What follows belongs to an exercise in optimizing a design on an open flow for small area, a short achievable clock period and few clock cycles per item; a production flow would make more cautious choices. Power and IR drop assume default switching activity.

==> job 2820: inputs <==
==> flow/design.v <==
`default_nettype none
package stream_pkg;
    localparam int word_bits      = 32;
    localparam int spare_bits     = 12;
    localparam int sample_bits    = 18;
    localparam int out_value_bits = 30;
    typedef struct packed {
        logic                   soft_reset;    
        logic                   last;          
        logic [spare_bits-1:0]  spare;         
        logic [sample_bits-1:0] sample;        
    } in_word_t;
    typedef struct packed {
        logic                      zero;       
        logic                      last;       
        logic [out_value_bits-1:0] value;      
    } out_word_t;
endpackage
`default_nettype wire
`default_nettype none
package model_pkg;
    localparam int value_bits   = 18;
    localparam int q_frac       = 8;
    localparam int input_width  = 28;    
    localparam int out_channels = 10;
    localparam int acc_bits     = 40;    
    localparam int index_bits   = $clog2(input_width + 1);
    localparam int weight_bits  = 5;     
    typedef logic signed [value_bits-1:0]  value_t;
    typedef logic signed [weight_bits-1:0] weight_t;
    typedef struct packed {
        value_t value;
        logic   last;
    } sample_t;
    typedef value_t [out_channels-1:0] channel_vec_t;
    function automatic weight_t weight_of(input int c, input int i);
        int raw;
        int centred;
        raw = (7 * c + 3 * i) % 31;
        centred = raw - 15;
        weight_of = centred[weight_bits-1:0];    
    endfunction
endpackage
`default_nettype wire
`default_nettype none
module stream_slice #(
    parameter int width = 1
) (
    input  logic     clock,
    input  logic     reset,
    input  logic [width-1:0] in_data,
    input  logic     in_valid,
    output logic [width-1:0] out_data,
    output logic     out_valid,
    input  logic     downstream_stall,
    output logic     upstream_stall
);
    logic load;
    assign load = !out_valid || !downstream_stall;    
    assign upstream_stall = out_valid && downstream_stall;
    always_ff @(posedge clock) begin
        if (reset) begin
            out_valid <= 1'b0;
        end else if (load) begin
            out_valid <= in_valid;
        end
    end
    always_ff @(posedge clock) begin
        if (load) begin
            out_data <= in_data;
        end
    end
endmodule
`default_nettype wire
`default_nettype none
module word_decode (
    input  logic                 clock,
    input  logic                 reset,
    input  stream_pkg::in_word_t word,
    input  logic                 word_valid,
    input  logic                 exec_ready,
    output model_pkg::sample_t   sample,
    output logic                 sample_valid,
    output logic                 stage_reset,
    output logic                 word_stall
);
    logic soft_word;    
    assign soft_word = word_valid && word.soft_reset;
    assign stage_reset = reset || soft_word;
    assign sample.value = word.sample;
    assign sample.last  = word.last;
    assign sample_valid = word_valid && !word.soft_reset;
    assign word_stall = word_valid && !word.soft_reset && !exec_ready;
endmodule
`default_nettype wire
`default_nettype none
module dense_execute (
    input  logic                    clock,
    input  logic                    reset,
    input  model_pkg::sample_t      sample,
    input  logic                    sample_valid,
    output logic                    in_ready,
    output model_pkg::channel_vec_t result,
    output logic                    result_valid,
    input  logic                    result_taken
);
    localparam int channels = model_pkg::out_channels;
    localparam int acc_bits = model_pkg::acc_bits;
    localparam logic signed [acc_bits-1:0] sat_max = (1 <<< (model_pkg::value_bits - 1)) - 1;
    localparam logic signed [acc_bits-1:0] sat_min = -(1 <<< (model_pkg::value_bits - 1));
    logic signed [acc_bits-1:0] acc [channels];
    logic signed [acc_bits-1:0] term [channels];
    logic signed [acc_bits-1:0] sum_next [channels];
    logic [channels*model_pkg::value_bits-1:0] scaled;    
    logic [model_pkg::index_bits-1:0] index;    
    logic weighted;
    logic accept;
    assign in_ready = !result_valid;    
    assign accept   = sample_valid && in_ready;
    assign weighted = index < model_pkg::input_width;
    for (genvar c = 0; c < channels; c++) begin : g_channel
        logic signed [model_pkg::weight_bits-1:0] weight;
        logic signed [acc_bits-1:0] shifted;
        assign weight = model_pkg::weight_of(c, int'(index));
        assign term[c] = $signed(sample.value) * weight;
        assign sum_next[c] = weighted ? acc[c] + term[c] : acc[c];    
        assign shifted = sum_next[c] >>> model_pkg::q_frac;
        assign scaled[c*model_pkg::value_bits +: model_pkg::value_bits] =
            (shifted > sat_max) ? sat_max[model_pkg::value_bits-1:0] :
            (shifted < sat_min) ? sat_min[model_pkg::value_bits-1:0] :
                                  shifted[model_pkg::value_bits-1:0];
    end
    always_ff @(posedge clock) begin
        if (reset) begin
            for (int c = 0; c < channels; c++) begin
                acc[c] <= '0;
            end
            index        <= '0;
            result_valid <= 1'b0;
        end else begin
            if (result_taken) begin
                result_valid <= 1'b0;
            end
            if (accept) begin
                if (sample.last) begin
                    for (int c = 0; c < channels; c++) begin
                        acc[c] <= '0;
                    end
                    index        <= '0;
                    result_valid <= 1'b1;
                end else begin
                    for (int c = 0; c < channels; c++) begin
                        acc[c] <= sum_next[c];
                    end
                    if (weighted) begin
                        index <= index + 1'b1;
                    end
                end
            end
        end
    end
    always_ff @(posedge clock) begin
        if (accept && sample.last) begin
            result <= scaled;
        end
    end
endmodule
`default_nettype wire
`default_nettype none
module result_serialize (
    input  logic                    clock,
    input  logic                    reset,
    input  model_pkg::channel_vec_t vector,
    input  logic                    vector_valid,
    output logic                    vector_taken,
    output stream_pkg::out_word_t   word,
    output logic                    word_valid,
    input  logic                    downstream_stall
);
    localparam int chan_bits       = $clog2(model_pkg::out_channels);
    localparam int word_value_bits = stream_pkg::out_value_bits;
    localparam logic [chan_bits-1:0] last_channel = chan_bits'(model_pkg::out_channels - 1);
    logic                    buffer_valid;
    logic [model_pkg::out_channels*model_pkg::value_bits-1:0] buffer;    
    logic [chan_bits-1:0]    channel;    
    model_pkg::value_t       current;
    assign vector_taken = vector_valid && !buffer_valid;
    always_ff @(posedge clock) begin
        if (reset) begin
            buffer_valid <= 1'b0;
            channel      <= '0;
        end else if (vector_taken) begin
            buffer_valid <= 1'b1;
            channel      <= '0;
        end else if (buffer_valid && !downstream_stall) begin
            if (channel == last_channel) begin
                buffer_valid <= 1'b0;    
                channel      <= '0;
            end else begin
                channel <= channel + 1'b1;
            end
        end
    end
    always_ff @(posedge clock) begin
        if (vector_taken) begin
            buffer <= vector;
        end
    end
    assign current    = buffer[channel*model_pkg::value_bits +: model_pkg::value_bits];
    assign word_valid = buffer_valid;
    always_comb begin
        word.zero  = 1'b0;
        word.last  = buffer_valid && (channel == last_channel);
        word.value = {{(word_value_bits - model_pkg::value_bits){current[model_pkg::value_bits-1]}},
                      current};    
    end
endmodule
`default_nettype wire
`default_nettype none
module de1soc_top (
    input  logic        clock,
    input  logic        reset,
    input  logic [31:0] in_data,
    input  logic        in_valid,
    output logic        upstream_stall,
    output logic [31:0] out_data,
    output logic        out_valid,
    input  logic        downstream_stall
);
    localparam int CH = 10;
    logic        a_v, a_soft, a_last;
    logic [17:0] a_s;
    logic        take;
    assign take = in_valid && !upstream_stall;
    always_ff @(posedge clock) begin
        a_v    <= !reset && take && !in_data[31];
        a_soft <= !reset && take && in_data[31];
        a_last <= in_data[30];
        a_s    <= in_data[17:0];
    end
    logic        b_v, b_soft, b_last;
    logic [17:0] b_s;
    logic [4:0]  b_idx;      
    logic        nf;         
    always_ff @(posedge clock) begin
        b_v    <= !reset && a_v;
        b_soft <= !reset && a_soft;
        b_last <= a_last;
        b_s    <= a_s;
        if (reset || a_soft) begin
            nf <= 1'b1;
        end else if (a_v) begin
            nf    <= a_last;
            b_idx <= nf ? 5'd0 : (b_idx == 5'd28 ? 5'd28 : b_idx + 5'd1);
        end
    end
    logic        step;       
    logic        first;      
    logic [22:0] p, p_next;  
    logic [25:0] v, v_next;  
    assign step  = b_v && (b_idx < 5'd28);
    assign first = b_v && (b_idx == 5'd0);
    assign p_next = (first ? 23'd0 : p) + (step ? {{5{b_s[17]}}, b_s} : 23'd0);
    assign v_next = first ? 26'd0 : v + (step ? {{3{p[22]}}, p} : 26'd0);
    always_ff @(posedge clock) begin
        p <= p_next;
        v <= v_next;
    end
    logic        full;       
    logic        busy;       
    logic        seq;        
    logic [3:0]  slot;       
    logic        comp;
    logic        xfer;
    assign comp = b_v && b_last;
    assign xfer = (comp || full) && !busy;
    always_ff @(posedge clock) begin
        if (reset || b_soft) full <= 1'b0;
        else if (xfer)       full <= 1'b0;
        else if (comp)       full <= 1'b1;
    end
    logic [22:0] s_sh;
    logic [25:0] v_sh;
    logic [4:0]  l_sh;
    always_ff @(posedge clock) begin
        if (xfer) begin
            s_sh <= p_next;
            v_sh <= v_next;
            l_sh <= (b_idx > 5'd27) ? 5'd27 : b_idx;
        end
    end
    function automatic int order_of(input int k);
        case (k)
            0: order_of = 4;  1: order_of = 8;  2: order_of = 0;  3: order_of = 3;
            4: order_of = 7;  5: order_of = 2;  6: order_of = 6;  7: order_of = 1;
            8: order_of = 5;  default: order_of = 9;
        endcase
    endfunction
    function automatic int pos_of(input int c);
        pos_of = 0;
        for (int k = 0; k < 10; k++) if (order_of(k) == c) pos_of = k;
    endfunction
    function automatic logic [31:0] wrap_set(input int c);
        wrap_set = '0;
        for (int j = 1; j < 28; j++) if ((7 * c + 3 * j) % 31 < 3) wrap_set[j] = 1'b1;
    endfunction
    logic [CH*27-1:0] qv;    
    for (genvar c = 0; c < CH; c++) begin : g_ch
        localparam int pos = pos_of(c);
        logic        wrap, rd, clr, keep;
        logic [24:0] q, addend, sum;
        logic [25:0] rc;
        logic        pc1, pc2;   
        localparam logic [31:0] wset = wrap_set(c);
        assign wrap = !reset && b_v && wset[b_idx];
        assign rd   = seq && (slot == 4'(pos));
        assign clr  = reset || rd || (b_soft && !(seq && slot < 4'(pos)));
        assign keep = !clr;
        assign addend = wrap ? {{2{p[22]}}, p} : 25'd0;
        assign rc[0] = 1'b0;
        for (genvar k = 0; k < 25; k++) begin : g_rc
            wire qk = q[k] & keep;
            wire ci = (k == 9) ? (pc1 & keep) : (k == 17) ? (pc2 & keep) : rc[k];
            assign sum[k]  = qk ^ addend[k] ^ ci;
            assign rc[k+1] = (qk & addend[k]) | (qk & ci) | (addend[k] & ci);
        end
        always_ff @(posedge clock) begin
            q   <= sum;
            pc1 <= rc[9];
            pc2 <= rc[17];
        end
        assign qv[c*27 +: 27] = {pc2, pc1, q};
    end
    function automatic logic [4:0] weight_of(input int c, input int i);
        int r;
        r = (7 * c + 3 * i) % 31 - 15;
        weight_of = r[4:0];
    endfunction
    logic [26:0] qs;
    logic [4:0]  wl;
    logic [3:0]  cs;
    always_comb begin
        qs = '0;
        cs = '0;
        wl = '0;
        for (int k = 0; k < 10; k++) begin
            if (slot == 4'(k)) begin
                qs = qv[order_of(k)*27 +: 27];
                cs = 4'(order_of(k));
                for (int l = 0; l < 28; l++) if (l_sh == 5'(l)) wl = weight_of(order_of(k), l);
            end
        end
    end
    logic        x_v;
    logic [3:0]  x_c;
    logic [24:0] x_q;
    logic        x_pc1, x_pc2;
    logic [4:0]  x_w;
    always_ff @(posedge clock) begin
        x_v <= !reset && seq;
        x_c <= cs;
        {x_pc2, x_pc1, x_q} <= qs;
        x_w <= wl;
    end
    logic [25:0] pp [3];
    logic [2:0]  neg;
    for (genvar d = 0; d < 3; d++) begin : g_booth
        logic b2, b1, b0;
        logic one, two;
        logic [25:0] mag;
        assign b0 = (d == 0) ? 1'b0 : x_w[2*d-1];
        assign b1 = x_w[2*d];
        assign b2 = (d == 2) ? x_w[4] : x_w[2*d+1];
        assign one = b1 ^ b0;
        assign two = (b2 & !b1 & !b0) | (!b2 & b1 & b0);
        assign neg[d] = b2 & !(b1 & b0);
        assign mag = one ? 26'({{3{s_sh[22]}}, s_sh}) << (2*d) :
                     two ? 26'({{3{s_sh[22]}}, s_sh}) << (2*d+1) : 26'd0;
        assign pp[d] = mag ^ {26{neg[d]}};
    end
    logic [25:0] qx, corr, tot;
    assign qx = {x_q[24], x_q};
    assign corr = 26'd3 + 26'(neg[0]) + 26'(neg[1]) + 26'(neg[2])
                + (x_pc1 ? 26'(31 << 9) : 26'd0) + (x_pc2 ? 26'(31 << 17) : 26'd0);
    assign tot = (qx << 5) + ~qx + ~v_sh + ~(v_sh << 1) + pp[0] + pp[1] + pp[2] + corr;
    logic [CH*18-1:0] rbuf;
    always_ff @(posedge clock) begin
        if (reset) begin
            seq  <= 1'b0;
            slot <= '0;
        end else if (xfer) begin
            seq  <= 1'b1;
            slot <= '0;
        end else if (seq) begin
            slot <= slot + 4'd1;
            if (slot == 4'd9) seq <= 1'b0;
        end
    end
    for (genvar c = 0; c < CH; c++) begin : g_rbuf
        always_ff @(posedge clock) begin
            if (x_v && x_c == 4'(c)) rbuf[c*18 +: 18] <= tot[25:8];
        end
    end
    logic [3:0]  och;        
    logic        oload;
    logic [17:0] cur;
    logic        o_last;
    logic [17:0] o_val;
    assign oload = !out_valid || !downstream_stall;
    assign cur   = rbuf[och*18 +: 18];
    always_ff @(posedge clock) begin
        if (reset) begin
            busy      <= 1'b0;
            och       <= '0;
            out_valid <= 1'b0;
        end else begin
            if (oload) out_valid <= busy && !seq && !x_v;
            if (xfer) begin
                busy <= 1'b1;
                och  <= '0;
            end else if (busy && !seq && !x_v && oload) begin
                och <= och + 4'd1;
                if (och == 4'd9) busy <= 1'b0;
            end
        end
    end
    always_ff @(posedge clock) begin
        if (oload) begin
            o_val  <= cur;
            o_last <= (och == 4'd9);
        end
    end
    assign out_data = {1'b0, o_last, {12{o_val[17]}}, o_val};
    assign upstream_stall = full || (32'(busy) + 32'(a_v && a_last) + 32'(b_v && b_last) >= 2);
endmodule
`default_nettype wire
==> flow/run.sh <==
#!/bin/bash
# synth_recipe.tcl (not shown) runs the flow's synth.tcl, then flattens the netlist and writes it again
# the make line also repeats each setting of config.mk as NAME=value (left out here)
make -C /OpenROAD-flow-scripts/flow DESIGN_CONFIG=/design/flow/config.mk WORK_HOME=/design/flow/orfs CLKGATE_MAP_FILE= SYNTH_SCRIPT=/design/flow/synth_recipe.tcl finish
==> flow/config.mk <==
export PLATFORM = sky130hd
export DESIGN_NAME = de1soc_top
export DESIGN_NICKNAME = de1soc_top
export VERILOG_FILES = /design/flow/design.v
export SDC_FILE = /design/flow/constraint.sdc
export NUM_CORES = 4
export LEC_CHECK = 0
export ABC_CLOCK_PERIOD_IN_PS = 7000
export CAP_MARGIN = 20
export CORE_MARGIN = 2
export CORE_UTILIZATION = 40
export SLEW_MARGIN = 20
==> flow/constraint.sdc <==
create_clock -name core_clock -period 16.0 [get_ports {clock}]
set_input_delay 3.2000 -clock core_clock [delete_from_list [all_inputs] [get_ports {clock}]]
set_output_delay 3.2000 -clock core_clock [all_outputs]
set_load 0.01 [all_outputs]
==> job 2916: changes against job 2820 <==
--- a/flow/design.v
+++ b/flow/design.v
@@ -228,32 +228,30 @@
     input  logic        downstream_stall
 );
     localparam int CH = 10;
-    logic        a_v, a_soft, a_last;
-    logic [17:0] a_s;
-    logic        take;
-    assign take = in_valid && !upstream_stall;
-    always_ff @(posedge clock) begin
-        a_v    <= !reset && take && !in_data[31];
-        a_soft <= !reset && take && in_data[31];
-        a_last <= in_data[30];
-        a_s    <= in_data[17:0];
-    end
     logic        b_v, b_soft, b_last;
     logic [17:0] b_s;
     logic [4:0]  b_idx;      
     logic        nf;         
+    logic        take;
+    assign take = in_valid && !upstream_stall;
     always_ff @(posedge clock) begin
-        b_v    <= !reset && a_v;
-        b_soft <= !reset && a_soft;
-        b_last <= a_last;
-        b_s    <= a_s;
-        if (reset || a_soft) begin
+        b_v    <= !reset && take && !in_data[31];
+        b_soft <= !reset && take && in_data[31];
+        b_last <= in_data[30];
+        b_s    <= in_data[17:0];
+        if (reset) begin
             nf <= 1'b1;
-        end else if (a_v) begin
-            nf    <= a_last;
-            b_idx <= nf ? 5'd0 : (b_idx == 5'd28 ? 5'd28 : b_idx + 5'd1);
+        end else if (take) begin
+            if (in_data[31]) begin
+                nf <= 1'b1;
+            end else begin
+                nf    <= in_data[30];
+                b_idx <= nf ? 5'd0 : (b_idx == 5'd28 ? 5'd28 : b_idx + 5'd1);
+            end
         end
     end
+    logic rst_q;
+    always_ff @(posedge clock) rst_q <= reset;
     logic        step;       
     logic        first;      
     logic [22:0] p, p_next;  
@@ -304,39 +302,45 @@
         wrap_set = '0;
         for (int j = 1; j < 28; j++) if ((7 * c + 3 * j) % 31 < 3) wrap_set[j] = 1'b1;
     endfunction
-    logic [CH*27-1:0] qv;    
+    logic [CH*29-1:0] qv;    
+    localparam int NSEG = 5;             
+    localparam int QW = 29;              
     for (genvar c = 0; c < CH; c++) begin : g_ch
         localparam int pos = pos_of(c);
-        logic        wrap, rd, clr, keep;
+        localparam logic [31:0] wset = wrap_set(c);
+        logic        wrap, rd, clr;
         logic [24:0] q, addend, sum;
         logic [25:0] rc;
-        logic        pc1, pc2;   
-        localparam logic [31:0] wset = wrap_set(c);
-        assign wrap = !reset && b_v && wset[b_idx];
+        logic [3:0]  pc;             
+        logic [3:0]  pc_next;
+        assign wrap = b_v && wset[b_idx];
         assign rd   = seq && (slot == 4'(pos));
-        assign clr  = reset || rd || (b_soft && !(seq && slot < 4'(pos)));
-        assign keep = !clr;
+        assign clr  = rst_q || rd || (b_soft && !(seq && slot < 4'(pos)));
         assign addend = wrap ? {{2{p[22]}}, p} : 25'd0;
         assign rc[0] = 1'b0;
         for (genvar k = 0; k < 25; k++) begin : g_rc
-            wire qk = q[k] & keep;
-            wire ci = (k == 9) ? (pc1 & keep) : (k == 17) ? (pc2 & keep) : rc[k];
-            assign sum[k]  = qk ^ addend[k] ^ ci;
-            assign rc[k+1] = (qk & addend[k]) | (qk & ci) | (addend[k] & ci);
+            wire ci = (k % 5 == 0 && k > 0) ? pc[k/5-1] : rc[k];
+            assign sum[k]  = q[k] ^ addend[k] ^ ci;
+            assign rc[k+1] = (q[k] & addend[k]) | (q[k] & ci) | (addend[k] & ci);
         end
+        assign pc_next = {rc[20], rc[15], rc[10], rc[5]};
         always_ff @(posedge clock) begin
-            q   <= sum;
-            pc1 <= rc[9];
-            pc2 <= rc[17];
+            if (clr) begin
+                q  <= wrap ? addend : 25'd0;
+                pc <= '0;
+            end else begin
+                q  <= sum;
+                pc <= pc_next;
+            end
         end
-        assign qv[c*27 +: 27] = {pc2, pc1, q};
+        assign qv[c*QW +: QW] = {pc, q};
     end
     function automatic logic [4:0] weight_of(input int c, input int i);
         int r;
         r = (7 * c + 3 * i) % 31 - 15;
         weight_of = r[4:0];
     endfunction
-    logic [26:0] qs;
+    logic [28:0] qs;
     logic [4:0]  wl;
     logic [3:0]  cs;
     always_comb begin
@@ -345,7 +349,7 @@
         wl = '0;
         for (int k = 0; k < 10; k++) begin
             if (slot == 4'(k)) begin
-                qs = qv[order_of(k)*27 +: 27];
+                qs = qv[order_of(k)*QW +: QW];
                 cs = 4'(order_of(k));
                 for (int l = 0; l < 28; l++) if (l_sh == 5'(l)) wl = weight_of(order_of(k), l);
             end
@@ -354,12 +358,12 @@
     logic        x_v;
     logic [3:0]  x_c;
     logic [24:0] x_q;
-    logic        x_pc1, x_pc2;
+    logic [3:0]  x_pc;
     logic [4:0]  x_w;
     always_ff @(posedge clock) begin
         x_v <= !reset && seq;
         x_c <= cs;
-        {x_pc2, x_pc1, x_q} <= qs;
+        {x_pc, x_q} <= qs;
         x_w <= wl;
     end
     logic [25:0] pp [3];
@@ -381,7 +385,8 @@
     logic [25:0] qx, corr, tot;
     assign qx = {x_q[24], x_q};
     assign corr = 26'd3 + 26'(neg[0]) + 26'(neg[1]) + 26'(neg[2])
-                + (x_pc1 ? 26'(31 << 9) : 26'd0) + (x_pc2 ? 26'(31 << 17) : 26'd0);
+                + (x_pc[0] ? 26'(31 << 5) : 26'd0) + (x_pc[1] ? 26'(31 << 10) : 26'd0)
+                + (x_pc[2] ? 26'(31 << 15) : 26'd0) + (x_pc[3] ? 26'(31 << 20) : 26'd0);
     assign tot = (qx << 5) + ~qx + ~v_sh + ~(v_sh << 1) + pp[0] + pp[1] + pp[2] + corr;
     logic [CH*18-1:0] rbuf;
     always_ff @(posedge clock) begin
@@ -431,6 +436,12 @@
         end
     end
     assign out_data = {1'b0, o_last, {12{o_val[17]}}, o_val};
-    assign upstream_stall = full || (32'(busy) + 32'(a_v && a_last) + 32'(b_v && b_last) >= 2);
+    logic full_n, busy_n, lastb_n;
+    always_comb begin
+        full_n  = !reset && !b_soft && (xfer ? 1'b0 : (comp ? 1'b1 : full));
+        busy_n  = !reset && (xfer || (busy && !(!seq && !x_v && oload && och == 4'd9)));
+        lastb_n = !reset && take && !in_data[31] && in_data[30];
+    end
+    always_ff @(posedge clock) upstream_stall <= full_n || (busy_n && lastb_n);
 endmodule
 `default_nettype wire
- ABC_CLOCK_PERIOD_IN_PS: 7000 -> not set
==> notes.md <==
|  | job 2916 | job 2820 |
|---|---|---|
| Std cell rows | 118 | 116 |
| Global-route usage over all layers | 18.4% | 18.8% |
| Largest voltage drop on the vdd net | 226 uV | 92.2 uV |
| Synthesized instance count | 4092 | 3805 |
| Crit path time final | 7340 ps | 8400 ps |
| Area of the core | 0.104 mm^2 | 0.0999 mm^2 |
| Most common cell in the synthesized netlist | sky130_fd_sc_hd__inv_1 | sky130_fd_sc_hd__and2_1 |
| Max_slew headroom | 30.5% | 26.2% |
| Post-route fraction of the period consumed by the critical path | 45.9% | 52.5% |
| Number of cells on the worst hold path | 1 | 0 |
| Number of fillers in the final layout | 9703 | 9365 |
| CP Depth | 22 | 17 |
| Status | no timing/DRC/antenna violations | no timing/DRC/antenna violations |
| Switching Power | 0.00258 W | 0.00184 W |
Function was not checked in any run of this note: the RTL went through the layout flow alone.

[port drivers added, routing unchanged]
The results above use ideal ports. As a check the final layouts listed here were re-extracted and re-timed, cells and wires unchanged. Step 1, drivers: a clkbuf_16 drives clock and a buf_2 each remaining input, both assumed. Step 2 also shifts input and output timing later by t, the mid clock arrival at the registers, as if the neighbouring blocks saw the same clock. Slacks: ideal / step 1 / step 2; pairs: ideal / step 1.
run | t, ns | setup slack, ns | clock arrival spread, ns
job 2820 | 0.686 | 7.597 / 7.638 / 6.952 | 0.018 / 0.018
job 2916 | 0.691 | 8.662 / 8.662 / 8.662 | 0.031 / 0.032
After both steps every run listed still meets setup and hold. The setup slack of job 2820, which loses most, moves by +0.041 ns with the drivers and by -0.645 ns with both steps.
